This design comes from an exercise in tuning for small area, a short achievable clock period and few clock cycles on the open sky130 flow, not from production work. Where RTL was checked, it was by simulation tests only, not by an equivalence proof against the original.

==> flow/design.v <==
package chirp_gen_pkg;
  localparam int CHIRP_TYPE_SIZE = 2;
  localparam logic [CHIRP_TYPE_SIZE-1:0] TYPE_UP    = 2'd0;
  localparam logic [CHIRP_TYPE_SIZE-1:0] TYPE_DOWN  = 2'd1;
  localparam logic [CHIRP_TYPE_SIZE-1:0] TYPE_QDOWN = 2'd2;
endpackage
module chirp_add #(
  parameter int W = 32
) (
  input  logic [W-1:0] a,
  input  logic [W-1:0] b,
  input  logic         ci,
  output logic [W-1:0] s
);
  logic [W-1:0] p0, g, p, gn, pn;
  always_comb begin
    p0 = a ^ b;
    g  = a & b;
    p  = p0;
    g[0] = g[0] | (p[0] & ci);
    for (int l = 1; l < W; l = l * 2) begin
      gn = g;
      pn = p;
      for (int i = 0; i < W; i++)
        if ((i / l) % 2 == 1) begin
          gn[i] = g[i] | (p[i] & g[(i / l) * l - 1]);
          pn[i] = p[i] & p[(i / l) * l - 1];
        end
      g = gn;
      p = pn;
    end
    s = p0 ^ {g[W-2:0], ci};
  end
endmodule
module chirp_freq_step #(
  parameter int PRECISION = 32
) (
  input  logic [PRECISION-1:0] freq,
  input  logic [PRECISION-1:0] d,
  input  logic [PRECISION-1:0] w,
  input  logic                 cin,
  input  logic                 k,
  input  logic                 up,
  input  logic                 use_test,    
  input  logic                 force_fold,  
  output logic [PRECISION-1:0] next_freq
);
  localparam int P = PRECISION;
  logic [P-1:0] s, t;
  logic [P-1:0] t_sum, t_car;
  logic [P:0]   x_a, x_b, x_c, x_sum, x_car, x;
  logic         ovf;
  logic         fold;
  always_comb begin
    t_sum = freq ^ d ^ w;
    t_car = {(freq[P-2:0] & d[P-2:0]) | (freq[P-2:0] & w[P-2:0]) | (d[P-2:0] & w[P-2:0]), k};
    x_a   = {freq[P-1], freq};
    x_b   = {d[P-1], d};
    x_c   = {up, up, w[P-1:1]};
    x_sum = x_a ^ x_b ^ x_c;
    x_car = {(x_a[P-1:0] & x_b[P-1:0]) | (x_a[P-1:0] & x_c[P-1:0]) | (x_b[P-1:0] & x_c[P-1:0]), 1'b1};
  end
  chirp_add #(.W(P))   u_s (.a(freq),  .b(d),     .ci(cin),  .s(s));
  chirp_add #(.W(P))   u_t (.a(t_sum), .b(t_car), .ci(1'b0), .s(t));
  chirp_add #(.W(P+1)) u_x (.a(x_sum), .b(x_car), .ci(1'b0), .s(x));
  always_comb begin
    ovf  = (freq[P-1] == d[P-1]) && (s[P-1] != freq[P-1]);
    fold = use_test ? (up ^ x[P] ^ ovf) : force_fold;
    next_freq = fold ? t : s;
  end
endmodule
import chirp_gen_pkg::*;
module chirp_gen #(
  parameter int PRECISION = 32,
  parameter int SYM_W     = 12
) (
  input  logic                       clk,
  input  logic                       rst,
  input  logic                       sym_valid,
  output logic                       sym_ready,
  input  logic [SYM_W-1:0]           sym_value,
  input  logic [CHIRP_TYPE_SIZE-1:0] chirp_type,
  input  logic [3:0]                 sf,
  input  logic [PRECISION-1:0]       bw_sr,
  input  logic [PRECISION-1:0]       phase_inc,
  input  logic [PRECISION-1:0]       symbol_size,
  output logic                       out_valid,
  input  logic                       out_ready,
  output logic [PRECISION-1:0]       phase_out,
  output logic [PRECISION-1:0]       freq_out,
  output logic                       sym_done
);
  localparam int P  = PRECISION;
  localparam int MB = P - SYM_W;    
  logic          st_mul;    
  logic          st_sub;    
  logic          st_run;    
  logic          up_r;      
  logic          cin_r;     
  logic [P-1:0]  w_r;       
  logic [P-1:0]  d_r;       
  logic [P-1:0]  cnt_r;     
  logic          shifting;
  logic          m_last;
  logic          cnt_one;
  logic          size_zero;
  logic          req_up;
  logic          beat;
  logic          start;
  logic          mult;
  logic          accept;
  logic [P-1:0]  next_freq;
  logic [P-1:0]  cnt_dec;
  logic [P-1:0]  phase_sum;
  chirp_add #(.W(P)) u_phase (.a(phase_out), .b(freq_out), .ci(1'b0), .s(phase_sum));
  chirp_add #(.W(P)) u_cnt   (.a(cnt_r), .b('1), .ci(1'b0), .s(cnt_dec));
  always_comb begin
    shifting  = (cnt_r[3:0] != 4'd0);
    m_last    = (cnt_r[P-1:MB+1] == '0);
    cnt_one   = (cnt_r == P'(1));
    size_zero = (symbol_size == '0);
    req_up    = (chirp_type == TYPE_UP);
    beat      = st_run && out_ready;
    start     = sym_valid && ((!st_mul && !st_sub && !st_run) || (beat && cnt_one));
    mult      = st_mul && !shifting;
    accept    = st_sub;
  end
  chirp_freq_step #(
    .PRECISION (P)
  ) u_freq_step (
    .freq       (freq_out),
    .d          (d_r),
    .w          (w_r),
    .cin        (cin_r),
    .k          (cin_r || up_r),
    .up         (up_r),
    .use_test   (st_run),
    .force_fold (st_mul && cnt_r[MB]),
    .next_freq  (next_freq)
  );
  always_ff @(posedge clk or posedge rst) begin
    if (rst) begin
      st_mul    <= 1'b0;
      st_sub    <= 1'b0;
      st_run    <= 1'b0;
      up_r      <= 1'b0;
      cin_r     <= 1'b0;
      sym_ready <= 1'b0;
      out_valid <= 1'b0;
      sym_done  <= 1'b0;
      phase_out <= '0;
    end else begin
      sym_done <= 1'b0;
      if (beat) begin
        phase_out <= phase_sum;
        if (cnt_one) begin
          out_valid <= 1'b0;
          sym_done  <= 1'b1;
          st_run    <= 1'b0;
        end
      end
      if (start) begin
        up_r      <= 1'b0;
        cin_r     <= !req_up;
        sym_ready <= !req_up;
        st_mul    <= req_up;
        st_sub    <= !req_up;
      end
      if (mult && m_last) begin
        cin_r     <= 1'b1;
        sym_ready <= 1'b1;
        st_mul    <= 1'b0;
        st_sub    <= 1'b1;
      end
      if (accept) begin
        up_r      <= req_up;
        cin_r     <= !req_up;
        sym_ready <= 1'b0;
        st_sub    <= 1'b0;
        if (size_zero) begin
          sym_done  <= 1'b1;
        end else begin
          out_valid <= 1'b1;
          st_run    <= 1'b1;
        end
      end
    end
  end
  logic          s_start, s_beat, s_shift, s_mult, s_acc, s_acc_up;
  logic [P-1:0]  half_in;
  logic [P-1:0]  freq_d, d_d, w_d, cnt_d;
  always_comb begin
    s_start  = start;
    s_beat   = beat && !start;
    s_shift  = st_mul && shifting;
    s_mult   = mult;
    s_acc    = accept;
    s_acc_up = accept && req_up;
    half_in  = {1'b0, bw_sr[P-1:1]};
    freq_d = ({P{s_start && !req_up}} & half_in)
           | ({P{s_beat || s_mult || s_acc}} & next_freq)
           | ({P{!(s_start || s_beat || s_mult || s_acc)}} & freq_out);
    d_d    = ({P{s_start && !req_up}} & ~phase_inc)
           | ({P{s_mult && m_last}} & ~half_in)
           | ({P{s_acc_up}} & phase_inc)
           | ({P{!(s_start || (s_mult && m_last) || s_acc_up)}} & d_r);
    w_d    = ({P{s_start || s_acc_up}} & (bw_sr ^ {P{s_acc_up}}))
           | ({P{s_shift}} & {1'b0, w_r[P-1:1]})
           | ({P{s_mult}} & {w_r[P-2:0], 1'b0})
           | ({P{!(s_start || s_acc_up || s_shift || s_mult)}} & w_r);
    cnt_d  = ({P{s_start}} & {sym_value, {(MB-4){1'b0}}, sf})
           | ({P{s_beat}} & cnt_dec)
           | ({P{s_shift}} & {cnt_r[P-1:4], cnt_dec[3:0]})
           | ({P{s_mult}} & {1'b0, cnt_r[P-1:MB+1], cnt_r[MB-1:0]})
           | ({P{s_acc}} & symbol_size)
           | ({P{!(s_start || s_beat || s_shift || s_mult || s_acc)}} & cnt_r);
  end
  always_ff @(posedge clk) begin
    freq_out <= freq_d;
    d_r      <= d_d;
    w_r      <= w_d;
    cnt_r    <= cnt_d;
  end
endmodule
clock: 9.0 ns
lec_check: 0
cap_margin: 20
core_margin: 2
core_utilization: 50
cts_buf_list: sky130_fd_sc_hd__clkbuf_4 sky130_fd_sc_hd__clkbuf_8
setup_slack_margin: 5
slew_margin: 20
standard.sh (not shown) runs the stock make flow with config.mk's settings and CLKGATE_MAP_FILE= SYNTH_SCRIPT=/design/flow/synth_recipe.tcl, a recipe that flattens the netlist after the stock synthesis.
==> flow/flow/run.sh <==
#!/bin/bash
# Standard layout, with plain buf_1 cells as the port buffers.
export BUFFER_PORTS_ARGS="-buffer_cell sky130_fd_sc_hd__buf_1"
bash standard.sh > standard.log 2>&1
The baseline completed without violations.
Testbench counts at the start, summed over its fixed seeds: cycles 66,504.
==> next run, changes <==
--- a/flow/design.v
+++ b/flow/design.v
@@ -161,13 +161,13 @@
       end
       if (start) begin
         up_r      <= 1'b0;
-        cin_r     <= !req_up;
+        cin_r     <= 1'b1;
         sym_ready <= !req_up;
         st_mul    <= req_up;
         st_sub    <= !req_up;
       end
+      if (mult) cin_r <= 1'b0;
       if (mult && m_last) begin
-        cin_r     <= 1'b1;
         sym_ready <= 1'b1;
         st_mul    <= 1'b0;
         st_sub    <= 1'b1;
@@ -197,13 +197,12 @@
     s_acc    = accept;
     s_acc_up = accept && req_up;
     half_in  = {1'b0, bw_sr[P-1:1]};
-    freq_d = ({P{s_start && !req_up}} & half_in)
+    freq_d = ({P{s_start}} & half_in)
            | ({P{s_beat || s_mult || s_acc}} & next_freq)
            | ({P{!(s_start || s_beat || s_mult || s_acc)}} & freq_out);
-    d_d    = ({P{s_start && !req_up}} & ~phase_inc)
-           | ({P{s_mult && m_last}} & ~half_in)
+    d_d    = ({P{s_start}} & (req_up ? {~bw_sr[P-1:1], 1'b1} : ~phase_inc))
            | ({P{s_acc_up}} & phase_inc)
-           | ({P{!(s_start || (s_mult && m_last) || s_acc_up)}} & d_r);
+           | ({P{!(s_start || (s_mult && cin_r) || s_acc_up)}} & d_r);
     w_d    = ({P{s_start || s_acc_up}} & (bw_sr ^ {P{s_acc_up}}))
            | ({P{s_shift}} & {1'b0, w_r[P-1:1]})
            | ({P{s_mult}} & {w_r[P-2:0], 1'b0})
Routed wire length came out higher by 4.9%.
First-iteration DRC count came out higher by 0.51%.
Synthesized cell count came out higher by 4.8%.
Setup slack gets worse by 7.7 ps.
Clock skew came out higher by 3.6 ps.
Final area came out higher by 1.5%.
Worst hold slack gets worse by 9.9 ps.
For the second run of this note, only the layout was checked, not whether the RTL still works.

## run A
Starts from the design.v that is shown in full above.
export LEC_CHECK = 0
export CAP_MARGIN = 20
export CORE_MARGIN = 2
export CORE_UTILIZATION = 45
export CTS_BUF_LIST = sky130_fd_sc_hd__clkbuf_4 sky130_fd_sc_hd__clkbuf_8
export SETUP_SLACK_MARGIN = 5
export SLEW_MARGIN = 20
create_clock -name core_clock -period 9.0 [get_ports {clk}]
Scripts as last shown in full above: flow/flow/run.sh
Testbench counts of run A, summed over its fixed seeds: cycles 66,504.
What run B does differently from run A at the input level:
-- flow/design.v --
<<< run A, line 121
    size_zero = (symbol_size == '0);
    req_up    = (chirp_type == TYPE_UP);
    beat      = st_run && out_ready;
    start     = sym_valid && ((!st_mul && !st_sub && !st_run) || (beat && cnt_one));
    mult      = st_mul && !shifting;
    accept    = st_sub;
  end
  chirp_freq_step #(
>>> run B, line 121
    size_zero = (symbol_size == '0);
    req_up    = (chirp_type == TYPE_UP);
    out_valid = st_run;
    beat      = st_run && out_ready;
    start     = sym_valid && ((!st_mul && !st_sub && !st_run) || (beat && cnt_one));
    mult      = st_mul && !shifting;
    sym_ready = st_sub || (mult && m_last);
    accept    = sym_ready && sym_valid;
  end
  chirp_freq_step #(
<<< run A, line 146
      up_r      <= 1'b0;
      cin_r     <= 1'b0;
      sym_ready <= 1'b0;
      out_valid <= 1'b0;
      sym_done  <= 1'b0;
      phase_out <= '0;
>>> run B, line 148
      up_r      <= 1'b0;
      cin_r     <= 1'b0;
      sym_done  <= 1'b0;
      phase_out <= '0;
<<< run A, line 155
        phase_out <= phase_sum;
        if (cnt_one) begin
          out_valid <= 1'b0;
          sym_done  <= 1'b1;
          st_run    <= 1'b0;
>>> run B, line 155
        phase_out <= phase_sum;
        if (cnt_one) begin
          sym_done  <= 1'b1;
          st_run    <= 1'b0;
<<< run A, line 162
      if (start) begin
        up_r      <= 1'b0;
        cin_r     <= !req_up;
        sym_ready <= !req_up;
        st_mul    <= req_up;
        st_sub    <= !req_up;
      end
      if (mult && m_last) begin
        cin_r     <= 1'b1;
        sym_ready <= 1'b1;
        st_mul    <= 1'b0;
        st_sub    <= 1'b1;
      end
      if (accept) begin
        up_r      <= req_up;
        cin_r     <= !req_up;
        sym_ready <= 1'b0;
        st_sub    <= 1'b0;
        if (size_zero) begin
          sym_done  <= 1'b1;
        end else begin
          out_valid <= 1'b1;
          st_run    <= 1'b1;
        end
>>> run B, line 161
      if (start) begin
        up_r      <= 1'b0;
        cin_r     <= 1'b1;
        st_mul    <= req_up;
        st_sub    <= !req_up;
      end
      if (mult) begin
        cin_r     <= 1'b0;
        if (m_last) st_mul <= 1'b0;
      end
      if (accept) begin
        up_r      <= req_up;
        cin_r     <= !req_up;
        st_mul    <= 1'b0;
        st_sub    <= 1'b0;
        if (size_zero) begin
          sym_done  <= 1'b1;
        end else begin
          st_run    <= 1'b1;
        end
<<< run A, line 194
    s_beat   = beat && !start;
    s_shift  = st_mul && shifting;
    s_mult   = mult;
    s_acc    = accept;
    s_acc_up = accept && req_up;
    half_in  = {1'b0, bw_sr[P-1:1]};
    freq_d = ({P{s_start && !req_up}} & half_in)
           | ({P{s_beat || s_mult || s_acc}} & next_freq)
           | ({P{!(s_start || s_beat || s_mult || s_acc)}} & freq_out);
    d_d    = ({P{s_start && !req_up}} & ~phase_inc)
           | ({P{s_mult && m_last}} & ~half_in)
           | ({P{s_acc_up}} & phase_inc)
           | ({P{!(s_start || (s_mult && m_last) || s_acc_up)}} & d_r);
    w_d    = ({P{s_start || s_acc_up}} & (bw_sr ^ {P{s_acc_up}}))
           | ({P{s_shift}} & {1'b0, w_r[P-1:1]})
>>> run B, line 189
    s_beat   = beat && !start;
    s_shift  = st_mul && shifting;
    s_mult   = mult && !accept;
    s_acc    = accept;
    s_acc_up = accept && req_up;
    half_in  = {1'b0, bw_sr[P-1:1]};
    freq_d = ({P{s_start}} & (half_in ^ {P{req_up}}))
           | ({P{s_beat || mult || s_acc}} & next_freq)
           | ({P{!(s_start || s_beat || mult || s_acc)}} & freq_out);
    d_d    = ({P{s_start && !req_up}} & ~phase_inc)
           | ({P{s_acc_up}} & phase_inc)
           | ({P{!(s_start || s_acc_up)}} & d_r);
    w_d    = ({P{s_start || s_acc_up}} & (bw_sr ^ {P{s_acc_up}}))
           | ({P{s_shift}} & {1'b0, w_r[P-1:1]})
[summary]
- Fraction of standard cell area in multi-input logic: run B vs run A up 0.61 points
- In run B the global routing usage summed across all routing layers turned out 0.50 points higher than in run A.
- Compared with run A, in run B post-route minimum period went down 54 ps, first-iteration DRC count went up about 32%.
- Share of the cycle needed by the critical path after routing: run B vs run A down 0.60 points
- Run B vs run A on number of inverters outside the clock class in the layout: run B is the lower one.
- Synthesized cell count: run B higher than run A
- The count of clock-net buffers in the final layout reported for run B is smaller than that of run A by 1.
- Between run A and run B, the flow reports sequential cell count decreasing slightly.
- Comparing run B and run A, sink count of the clock tree is higher on run A.
- Run B ended up with sky130_fd_sc_hd__and3_1 as its library cell contributing the largest single delay on the critical path; run A ended up with sky130_fd_sc_hd__dfxtp_2.
- Post-route met1 wirelength grows by a little under 10% when moving from run A to run B.
Only the layout flow was run in run B; the RTL was not checked for function there.

Another version of the RTL of chirp_gen (not shown whole).
Size in the first run: about 1,800 cells after synthesis, ~170 flip-flops, about 15,000 sq um of cells after synthesis.
==> module chirp_gen, before the edit <==
module chirp_gen #(
  parameter int PRECISION = 32,
  parameter int SYM_W     = 12
) (
  input  logic                       clk,
  input  logic                       rst,
  input  logic                       sym_valid,
  output logic                       sym_ready,
  input  logic [SYM_W-1:0]           sym_value,
  input  logic [CHIRP_TYPE_SIZE-1:0] chirp_type,
  input  logic [3:0]                 sf,
  input  logic [PRECISION-1:0]       bw_sr,
  input  logic [PRECISION-1:0]       phase_inc,
  input  logic [PRECISION-1:0]       symbol_size,
  output logic                       out_valid,
  input  logic                       out_ready,
  output logic [PRECISION-1:0]       phase_out,
  output logic [PRECISION-1:0]       freq_out,
  output logic                       sym_done
);
  localparam int P  = PRECISION;
  localparam int MB = P - SYM_W;    
  logic          st_mul;    
  logic          st_sub;    
  logic          st_run;    
  logic          up_r;      
  logic          cin_r;     
  logic [P-1:0]  w_r;       
  logic [P-1:0]  d_r;       
  logic [P-1:0]  cnt_r;     
  logic          shifting;
  logic          m_last;
  logic          cnt_one;
  logic          size_zero;
  logic          req_up;
  logic          beat;
  logic          start;
  logic          mult;
  logic          accept;
  logic [P-1:0]  next_freq;
  logic [P-1:0]  cnt_dec;
  logic [P-1:0]  phase_sum;
  chirp_add #(.W(P)) u_phase (.a(phase_out), .b(freq_out), .ci(1'b0), .s(phase_sum));
  chirp_add #(.W(P)) u_cnt   (.a(cnt_r), .b('1), .ci(1'b0), .s(cnt_dec));
  always_comb begin
    shifting  = (cnt_r[3:0] != 4'd0);
    m_last    = (cnt_r[P-1:MB+1] == '0);
    cnt_one   = (cnt_r == P'(1));
    size_zero = (symbol_size == '0);
    req_up    = (chirp_type == TYPE_UP);
    out_valid = st_run;
    beat      = st_run && out_ready;
    start     = sym_valid && ((!st_mul && !st_sub && !st_run) || (beat && cnt_one));
    mult      = st_mul && !shifting;
    sym_ready = st_sub || (mult && m_last);
    accept    = sym_ready && sym_valid;
  end
  chirp_freq_step #(
    .PRECISION (P)
  ) u_freq_step (
    .freq       (freq_out),
    .d          (d_r),
    .w          (w_r),
    .cin        (cin_r),
    .k          (cin_r || up_r),
    .up         (up_r),
    .use_test   (st_run),
    .force_fold (st_mul && cnt_r[MB]),
    .next_freq  (next_freq)
  );
  always_ff @(posedge clk or posedge rst) begin
    if (rst) begin
      st_mul    <= 1'b0;
      st_sub    <= 1'b0;
      st_run    <= 1'b0;
      up_r      <= 1'b0;
      cin_r     <= 1'b0;
      sym_done  <= 1'b0;
      phase_out <= '0;
    end else begin
      sym_done <= 1'b0;
      if (beat) begin
        phase_out <= phase_sum;
        if (cnt_one) begin
          sym_done  <= 1'b1;
          st_run    <= 1'b0;
        end
      end
      if (start) begin
        up_r      <= 1'b0;
        cin_r     <= 1'b1;
        st_mul    <= req_up;
        st_sub    <= !req_up;
      end
      if (mult) begin
        cin_r     <= 1'b0;
        if (m_last) st_mul <= 1'b0;
      end
      if (accept) begin
        up_r      <= req_up;
        cin_r     <= !req_up;
        st_mul    <= 1'b0;
        st_sub    <= 1'b0;
        if (size_zero) begin
          sym_done  <= 1'b1;
        end else begin
          st_run    <= 1'b1;
        end
      end
    end
  end
  always_ff @(posedge clk) begin
    if (beat) begin
      freq_out <= next_freq;
      cnt_r    <= cnt_dec;
    end
    if (start) begin
      w_r   <= bw_sr;
      cnt_r <= {sym_value, {(MB-4){1'b0}}, sf};
      if (req_up) begin
        freq_out <= ~{1'b0, bw_sr[P-1:1]};
        d_r      <= '0;
      end else begin
        freq_out <= {1'b0, bw_sr[P-1:1]};
        d_r      <= ~phase_inc;
      end
    end
    if (st_mul) begin
      if (shifting) begin
        w_r        <= {1'b0, w_r[P-1:1]};
        cnt_r[3:0] <= cnt_dec[3:0];
      end else begin
        freq_out       <= next_freq;
        w_r            <= {w_r[P-2:0], 1'b0};
        cnt_r[P-1:MB]  <= {1'b0, cnt_r[P-1:MB+1]};
      end
    end
    if (accept) begin
      freq_out <= next_freq;
      cnt_r    <= symbol_size;
      if (req_up) begin
        w_r <= ~bw_sr;
        d_r <= phase_inc;
      end
    end
  end
endmodule
Settings: LEC_CHECK=0, CAP_MARGIN=20, CORE_MARGIN=2, CORE_UTILIZATION=50, CTS_BUF_LIST=sky130_fd_sc_hd__clkbuf_4 sky130_fd_sc_hd__clkbuf_8, SETUP_SLACK_MARGIN=5, SLEW_MARGIN=20; clock period 9.0 ns.
Scripts as last shown in full above: flow/flow/run.sh
==> next run, changes <==
--- a/flow/design.v
+++ b/flow/design.v
@@ -88,13 +88,13 @@
   input  logic                       out_ready,
   output logic [PRECISION-1:0]       phase_out,
   output logic [PRECISION-1:0]       freq_out,
   output logic                       sym_done
 );
   localparam int P  = PRECISION;
-  localparam int MB = P - SYM_W;    
+  localparam int MB = P - SYM_W - 1;   
   logic          st_mul;    
   logic          st_sub;    
   logic          st_run;    
   logic          up_r;      
   logic          cin_r;     
   logic [P-1:0]  w_r;       
@@ -104,110 +104,112 @@
   logic          m_last;
   logic          cnt_one;
   logic          size_zero;
   logic          req_up;
   logic          beat;
   logic          start;
-  logic          mult;
+  logic          horner;
   logic          accept;
   logic [P-1:0]  next_freq;
   logic [P-1:0]  cnt_dec;
   logic [P-1:0]  phase_sum;
   chirp_add #(.W(P)) u_phase (.a(phase_out), .b(freq_out), .ci(1'b0), .s(phase_sum));
   chirp_add #(.W(P)) u_cnt   (.a(cnt_r), .b('1), .ci(1'b0), .s(cnt_dec));
   always_comb begin
     shifting  = (cnt_r[3:0] != 4'd0);
-    m_last    = (cnt_r[P-1:MB+1] == '0);
+    m_last    = (cnt_r[P-3:MB] == '0);
     cnt_one   = (cnt_r == P'(1));
     size_zero = (symbol_size == '0);
     req_up    = (chirp_type == TYPE_UP);
-    out_valid = st_run;
     beat      = st_run && out_ready;
     start     = sym_valid && ((!st_mul && !st_sub && !st_run) || (beat && cnt_one));
-    mult      = st_mul && !shifting;
-    sym_ready = st_sub || (mult && m_last);
-    accept    = sym_ready && sym_valid;
+    horner    = st_mul && !shifting;
+    accept    = st_sub && sym_valid;
   end
   chirp_freq_step #(
     .PRECISION (P)
   ) u_freq_step (
     .freq       (freq_out),
     .d          (d_r),
     .w          (w_r),
     .cin        (cin_r),
     .k          (cin_r || up_r),
     .up         (up_r),
     .use_test   (st_run),
-    .force_fold (st_mul && cnt_r[MB]),
+    .force_fold (st_mul && cnt_r[P-1]),
     .next_freq  (next_freq)
   );
   always_ff @(posedge clk or posedge rst) begin
     if (rst) begin
       st_mul    <= 1'b0;
       st_sub    <= 1'b0;
       st_run    <= 1'b0;
       up_r      <= 1'b0;
       cin_r     <= 1'b0;
+      sym_ready <= 1'b0;
+      out_valid <= 1'b0;
       sym_done  <= 1'b0;
       phase_out <= '0;
     end else begin
       sym_done <= 1'b0;
       if (beat) begin
         phase_out <= phase_sum;
         if (cnt_one) begin
+          out_valid <= 1'b0;
           sym_done  <= 1'b1;
           st_run    <= 1'b0;
         end
       end
       if (start) begin
         up_r      <= 1'b0;
         cin_r     <= 1'b1;
+        sym_ready <= !req_up;
         st_mul    <= req_up;
         st_sub    <= !req_up;
       end
-      if (mult) begin
-        cin_r     <= 1'b0;
-        if (m_last) st_mul <= 1'b0;
+      if (horner) cin_r <= 1'b0;
+      if (horner && m_last) begin
+        cin_r     <= 1'b1;
+        sym_ready <= 1'b1;
+        st_mul    <= 1'b0;
+        st_sub    <= 1'b1;
       end
       if (accept) begin
         up_r      <= req_up;
         cin_r     <= !req_up;
-        st_mul    <= 1'b0;
+        sym_ready <= 1'b0;
         st_sub    <= 1'b0;
         if (size_zero) begin
           sym_done  <= 1'b1;
         end else begin
+          out_valid <= 1'b1;
           st_run    <= 1'b1;
         end
       end
     end
   end
   always_ff @(posedge clk) begin
     if (beat) begin
       freq_out <= next_freq;
       cnt_r    <= cnt_dec;
     end
     if (start) begin
-      w_r   <= bw_sr;
-      cnt_r <= {sym_value, {(MB-4){1'b0}}, sf};
-      if (req_up) begin
-        freq_out <= ~{1'b0, bw_sr[P-1:1]};
-        d_r      <= '0;
-      end else begin
-        freq_out <= {1'b0, bw_sr[P-1:1]};
-        d_r      <= ~phase_inc;
-      end
+      freq_out <= {1'b0, bw_sr[P-1:1]};
+      w_r      <= bw_sr;
+      cnt_r    <= {sym_value, 1'b1, {(MB-4){1'b0}}, sf};
+      d_r      <= req_up ? ~{1'b0, bw_sr[P-1:1]} : ~phase_inc;
     end
     if (st_mul) begin
       if (shifting) begin
         w_r        <= {1'b0, w_r[P-1:1]};
         cnt_r[3:0] <= cnt_dec[3:0];
+        if (!cnt_r[P-1] && !m_last) cnt_r[P-1:MB] <= {cnt_r[P-2:MB], 1'b0};
       end else begin
-        freq_out       <= next_freq;
-        w_r            <= {w_r[P-2:0], 1'b0};
-        cnt_r[P-1:MB]  <= {1'b0, cnt_r[P-1:MB+1]};
+        freq_out      <= next_freq;
+        d_r           <= m_last ? ~{1'b0, bw_sr[P-1:1]} : next_freq;
+        cnt_r[P-1:MB] <= {cnt_r[P-2:MB], 1'b0};
       end
     end
     if (accept) begin
       freq_out <= next_freq;
       cnt_r    <= symbol_size;
       if (req_up) begin
Effect:
- fmax goes up slightly
- synthesized area goes up slightly
- wire length goes up by a few percent
- die area goes up slightly
- worst setup slack improves by 20 ps
- cell area goes down slightly
- via count goes up by a few percent
- critical path depth goes up by 3
- hold slack degrades by 32 ps
Testbench counts after the change, summed over its fixed seeds: cycles 66,537.
Only the layout flow was run in the first run of this note; the RTL was not checked for function there.

[static timing again, ports no longer ideal]
In the flow no input, the clock included, has a driving cell. The finished layouts below were timed again as built, in two steps. Step 1, drivers: a clkbuf_16 drives clk and a buf_2 each remaining input, both assumed. Step 2, shift: input delay + t, output delay - t, t = (earliest + latest rising clock arrival at the registers) / 2. This alone moves slack from input paths to output paths. Three values: ideal ports, drivers, drivers and shift; two values: the first two.
run	t (ns)	slack for setup (ns)	worst data-port slew with drivers (ns)
the first run of note 1	0.519	5.066 / 5.066 / 4.623	0.07
the second run of note 1	0.540	5.059 / 5.059 / 4.733	0.07
run A	0.549	5.046 / 5.046 / 4.608	0.09
run B	0.553	5.099 / 5.109 / 4.565	0.06
the first run of note 3	0.540	5.061 / 5.034 / 4.541	0.08
the second run of note 3	0.555	5.081 / 5.081 / 4.604	0.05
After both steps every run listed still meets setup and hold. For run B, which loses most, drivers alone change the setup slack by +0.010 ns; drivers and shift together by -0.534 ns.
